What follows belongs to an exercise in optimizing a design on an open flow for a short achievable clock period and few clock cycles per item; a production flow would make more cautious choices.
In this exercise RTL edits were held to simulation tests only and were not proved equivalent to the original.

==> flow/design.v, too long to show whole: its modules and the start of the top module <==
// module mg_a21oi: 3 lines
// module mg_inv: 3 lines
// module mg_nand2: 3 lines
// module mg_nor2: 3 lines
// module mg_o21ai: 3 lines
// module mg_or2: 3 lines
// module mg_xnor2: 3 lines
// module mg_xor2: 3 lines
// module array_multiplier: 3627 lines
module array_multiplier (
	input  logic        clk,
	input  logic        reset,
	input  logic        in_valid,
	input  logic [15:0] x,
	input  logic [15:0] y,
	output logic        product_valid,
	output logic [31:0] product
);
  // ...
==> flow/run.sh <==
#!/bin/bash
# synth_recipe.tcl (not shown) runs the flow's synth.tcl, then flattens the netlist and writes it again
# the make line also repeats each setting of config.mk as NAME=value (left out here)
make -C /OpenROAD-flow-scripts/flow DESIGN_CONFIG=/design/flow/config.mk WORK_HOME=/design/flow/orfs CLKGATE_MAP_FILE= SYNTH_SCRIPT=/design/flow/synth_recipe.tcl finish
==> flow/config.mk <==
export PLATFORM = sky130hd
export DESIGN_NAME = array_multiplier
export DESIGN_NICKNAME = array_multiplier
export VERILOG_FILES = /design/flow/design.v
export SDC_FILE = /design/flow/constraint.sdc
export NUM_CORES = 4
export LEC_CHECK = 0
export CAP_MARGIN = 20
export CORE_MARGIN = 2
export CORE_UTILIZATION = 40
export SETUP_SLACK_MARGIN = 3.7
export SLEW_MARGIN = 20
export SYNTH_HIERARCHICAL = 1
==> flow/constraint.sdc <==
create_clock -name core_clock -period 6.0 [get_ports {clk}]
set_input_delay 1.2000 -clock core_clock [delete_from_list [all_inputs] [get_ports {clk}]]
set_output_delay 1.2000 -clock core_clock [all_outputs]
set_load 0.01 [all_outputs]
==> impl_metrics.yaml, run 1 <==
run_status:
  run_status: "timing/DRC/antenna clean"
sta:
  setup_viol: 0
clock_network:
  ctsHtreeMaxLevel: 1
die:
  die_height_um: 186
critical_path:
  logic_depth_of_the_worst_path_buffers_included: 3
  cp_max_fo: 1
  worst_setup_path_startpoint: "r2_n1468"
  worstPathBufferInverterCount: 1
  timing.critical_path.cells: "a21oi_2 -> xnor2_2 -> buf_2"
  critPathArrivalTime_ps: 1320
  worst_path_largest_cell_delay_ps: 320
placed_design:
  detailed_place.area_um2: 14600
  numPlacedInstances: 2299
final_layout:
  sequential_cell_area_share_pct: 24.7
  clkCellAreaFrac_pct: 5.15
  layout.cells.non_filler: 2419
  n_all_buffers: 147
  n_fill_cell: 3020
  syn2layout_area_growth_pct: 34.3
  final_area_um2: 17800
synthesis:
  synth_enable_flop_cells: 0
  yosysUniqueCellTypes: 11
  post_synth_xor_area_fraction_pct: 30.7
  synth-adder-area-share_pct: 0
global_routing:
  use_met3_pct: 2.35
  grt_use_met1_pct: 27.4
  vias_in_the_first_global_route: 10676
  gr-usage-met2_pct: 33.9
min_path:
  hold_path_depth: 0
  hold_path_class: "register to register"
route:
  initialDrtViolationCount: 501
Testbench counts, summed over its fixed seeds: cycles 6,392, products 3,200.
==> run 2: changes to the inputs <==
--- a/flow/config.mk
+++ b/flow/config.mk
@@ -7,7 +7,8 @@
 export LEC_CHECK = 0
 export CAP_MARGIN = 20
 export CORE_MARGIN = 2
-export CORE_UTILIZATION = 40
+export CORE_UTILIZATION = 60
+export PLACE_DENSITY = 0.75
 export SETUP_SLACK_MARGIN = 3.7
 export SLEW_MARGIN = 20
 export SYNTH_HIERARCHICAL = 1
==> run 2 against run 1 <==
Core utilization grew 26 points. Synthesized area did not move. First-iteration DRC count rose by 96%. Global-route usage rose by 8.7 points. Sequential share of layout area increased by 0.28 points. Non-clock buffer count is 5 higher. Clock skew is 3.2 ps higher. Still clean.
==> impl_metrics.yaml, run 2 <==
global_routing:
  antenna_violations_before_repair: 0
  grt_use_total_pct: 28.9
  grt_first_pass_wirelength_um: 54600
  grt_max_degree: 17
  global_route.overflow_total: 0
  vias_in_the_first_global_route: 11426
sta:
  worst_slew_pin_slew_ps: 591
  setup_viol: 0
  max_slew_margin_pct: 60.4
  maxSlewViolCount: 0
  final.min_clock_period_ps: 2730
  fin_setup_tns_ps: 0
  final.hold.worst_slack_ps: 329
  finClkSkew_ps: 14.0
  grt_setup_unrepaired: "true"
  maxClockFrequency_mhz: 366
  timing.final.hold_violations: 0
  final_critical_path_setup_slack_ps: 3270
  final_min_period_over_clock_period_pct: 45.6
route:
  detail-route-antenna-nets: 0
  post-route-drc-count: 0
  routed-via-count: 12557
  initialDrtViolationCount: 983
  routed_wirelength_um: 40900
  drt_pre_antenna_iters: 13
  ratio_of_routed_vias_to_standard_cells: 5.55
  post_drt_wl_per_cell_um: 18.1
final_layout:
  syn2layout_area_growth_pct: 32.6
  final_cell_mix: "784 x sky130_fd_sc_hd__nand2_1, 307 x sky130_fd_sc_hd__xor2_1, 185 x sky130_fd_sc_hd__dfxtp_1, 113 x sky130_fd_sc_hd__xor2_2, 84 x sky130_fd_sc_hd__nand2_2"
  final_net_count: 2000
  final_area_um2: 17500
  largest_register_ffs: 2
  layout.cells.non_filler: 2263
  antenna_cells_inserted: 0
  final_common_cell: "sky130_fd_sc_hd__nand2_1"
  max_flop_register: "valid_pipe"
  layout-drive-gt1-share_pct: 28.2
placed_design:
  place.detailed.hpwl_um: 23900
  routabilityCongestion: 0.894
  numPlacedInstances: 2136
  place_ws_ps: 2170
  port_buffers: 67
  detailed_place.area_um2: 14400
synthesis:
  synthesis.yosys.warnings: 7
  syn_area_cell_um2: 7.28
  synthTopCellsByCount: "891 x sky130_fd_sc_hd__nand2_1, 431 x sky130_fd_sc_hd__xor2_1, 216 x sky130_fd_sc_hd__dfxtp_1"
  synth_top_cell_by_area: "sky130_fd_sc_hd__dfxtp_1"
  syn-cell-area_um2: 13200
  synth_flop_cell: "sky130_fd_sc_hd__dfxtp_1"
  ys_seq_elements: 216
  post-synth-top-count-cell: "sky130_fd_sc_hd__nand2_1"
  synthArstFlopShare_pct: 0
  synth.area.top_cells: "sky130_fd_sc_hd__dfxtp_1 33%, sky130_fd_sc_hd__xor2_1 29%, sky130_fd_sc_hd__nand2_1 25%, sky130_fd_sc_hd__a21oi_2 4.6%, sky130_fd_sc_hd__xnor2_1 2.2%"
  post_synth_inst_count: 1819
  syn_nets: 1854
  synth_top_area_share_pct: 32.7
  synth_enable_flop_cells: 0
  yosysUniqueCellTypes: 11
  synth_sequential_area_ratio_pct: 32.7
critical_path:
  worstPathBufferInverterCount: 1
  r2r-start: "r1_n698"
  critical_path.top_delay_family: "XOR/XNOR gates"
  cp_max_fo: 3
  cp_common_cell: "sky130_fd_sc_hd__xor2_2"
  timing.critical_path.required_ps: 6400
  path_class: "register to register"
  worstRegToRegCells: 11
  cp-start-kind: "register"
  worst_path_largest_cell_delay_ps: 340
  timing.critical_path.cells: "nand2_1 -> xor2_1 -> xor2_2 -> xor2_2 -> xor2_2 -> xor2_2 -> buf_4 -> a21oi_4 -> o21ai_4 -> a21oi_2 -> o21ai_1"
  reg2reg_to: "r2_n1534"
  reg2reg_slack_ps: 3270
  crit_slowest_cell: "sky130_fd_sc_hd__xor2_1"
  critPathArrivalTime_ps: 3140
  crit_end_element: "register"
die:
  die-area_um2: 23300
  row_count: 54
  initial_core_util_pct: 60.8
  dieWidth_um: 153
  num_io_pins: 68
  floorplan_core_area_um2: 21800
  die_height_um: 153
clock_network:
  ctsHtreeMaxLevel: 1
  worst_skew_pair.late_latency_ps: 520
  worst_setup_hold_path_clk_slew_ps: 70
  cts_tree: "done"
  cts.root.buffer_cell: "sky130_fd_sc_hd__clkbuf_16"
  post_cts_hold_buffer_count: 0
  cts_sinks: 216
  cts_inserted_buffers: 24
  clock_tree.buffer_depth: 3
min_path:
  hold_path_depth: 0
  hold_path_class: "register to register"
  hold_start: "r1_n1294"
  worstHoldEndpoint: "r2_n1294"
run:
  timing.max_cap.violations: 0
run_status:
  run_status: "timing/DRC/antenna clean"
-- run 2: cell types whose count changed in the layout (fill, tap and decap cells not counted), sizes merged --
cell | before | now
clkinvlp | 2 | 4
bufinv | 6 | 3
dlygate4sd2 | 9 | 4
buf | 127 | 132
clkinv | 1 | 3
bufbuf | 1 | 0
clkdlybuf4s15 | 7 | 12
inv | 11 | 12
-- run 2: worst max path at each step --
stage | to | slack, ps | cells past startpoint | startpoint
after CTS | r2_n1548 | 3460 | 10 | r1_n716
after detailed placement | r1_n951 | 2170 | 10 | x[3]
final | r2_n1534 | 3270 | 11 | r1_n698
after global routing | r2_n1538 | 3140 | 11 | r1_n698
after global placement | r1_n1576 | 2150 | 6 | x[0]
after floorplan | r1_n1519 | 3650 | 7 | x[0]
-- run 2: what timing repair did --
item,in CTS,in global routing
cloned,1,0
pin swaps,80,118
gates resized for setup,392,253
endpoints found under the setup margin,211,138
buffers inserted,33,49
-- run 2: cells by family after synthesis --
group           synth area share (%)
compound gates                  6.46
xor+xnor                        30.7
buf+inv                         2.10
flops                           32.7
simple gates                    28.1
-- run 2: metal layers --
layer / vias up / global-route usage (%) / share of wire (%)
li1: 5800 / - / -
met1: 5932 / 35.4 / 37
met2: 645 / 51.5 / 50
met3: 180 / 4.07 / 8.3
met4: 0 / 11.1 / 4.6
met5: - / 0 / 0
-- run 2: worst reg2reg max path: stages (launching register included) --
cell	delay [ps]
sky130_fd_sc_hd__dfxtp_1	330
sky130_fd_sc_hd__nand2_1	90
sky130_fd_sc_hd__xor2_1	340
sky130_fd_sc_hd__xor2_2	330
sky130_fd_sc_hd__xor2_2	250
sky130_fd_sc_hd__xor2_2	230
sky130_fd_sc_hd__xor2_2	160
sky130_fd_sc_hd__buf_4	180
sky130_fd_sc_hd__a21oi_4	290
sky130_fd_sc_hd__o21ai_4	130
sky130_fd_sc_hd__a21oi_2	170
sky130_fd_sc_hd__o21ai_1	110
-- run 2: metrics by stage --
step           utilization [%]
6_report                  80.6
5_1_grt                   80.6
4_1_cts                   73.0
3_5_place_dp              66.0
3_3_place_gp              66.0
2_1_floorplan                -
-- run 2: cell type report --
type | instances | area [um^2]
fill | 1260 | 4210
sequential | 216 | 4380
clock inverter | 12 | 156
clock buffer | 32 | 692
timing repair buffer | 152 | 1360
inverter | 10 | 37.5
tap | 280 | 350
multi-input combinational | 1561 | 10600
-- run 2: Yosys stat by module, one instance, submodules excluded --
module            cell area, um^2  flops+latches
array_multiplier             4580            216
mg_a21oi                     8.76              0
mg_xnor2                     8.76              0
mg_xor2                      8.76              0
mg_or2                       6.26              0
mg_o21ai                     5.00              0
mg_inv                       3.75              0
mg_nand2                     3.75              0
mg_nor2                      3.75              0

static timing again, ports no longer ideal:
In the flow no input, the clock included, has a driving cell. The finished layouts below were timed again as built, in two steps. Step 1: set_driving_cell puts a clkbuf_16 on clk and a buf_2 on each other input, an assumption about the parent block. Step 2 times the ports against the registers' clock, not the clock port: input delays grow and output delays shrink by t, the midpoint of the rising clock arrivals with the driver on. Three values: ideal ports, drivers, drivers and shift; two values: the first two.
| run | shift t [ns] | setup slack, ns | worst setup path after step 2 | worst register clock-pin slew, ns | worst slew at a driven data input, ns |
|---|---|---|---|---|---|
| run 1 | 0.556 | 3.480 / 3.433 / 3.193 | input to register | 0.06 / 0.06 | 0.05 |
| run 2 | 0.560 | 3.266 / 3.266 / 3.047 | input to register | 0.07 / 0.07 | 0.05 |
After both steps setup and hold are still met in every run listed. For run 1, which loses most, drivers alone change the setup slack by -0.047 ns; drivers and shift together by -0.287 ns.
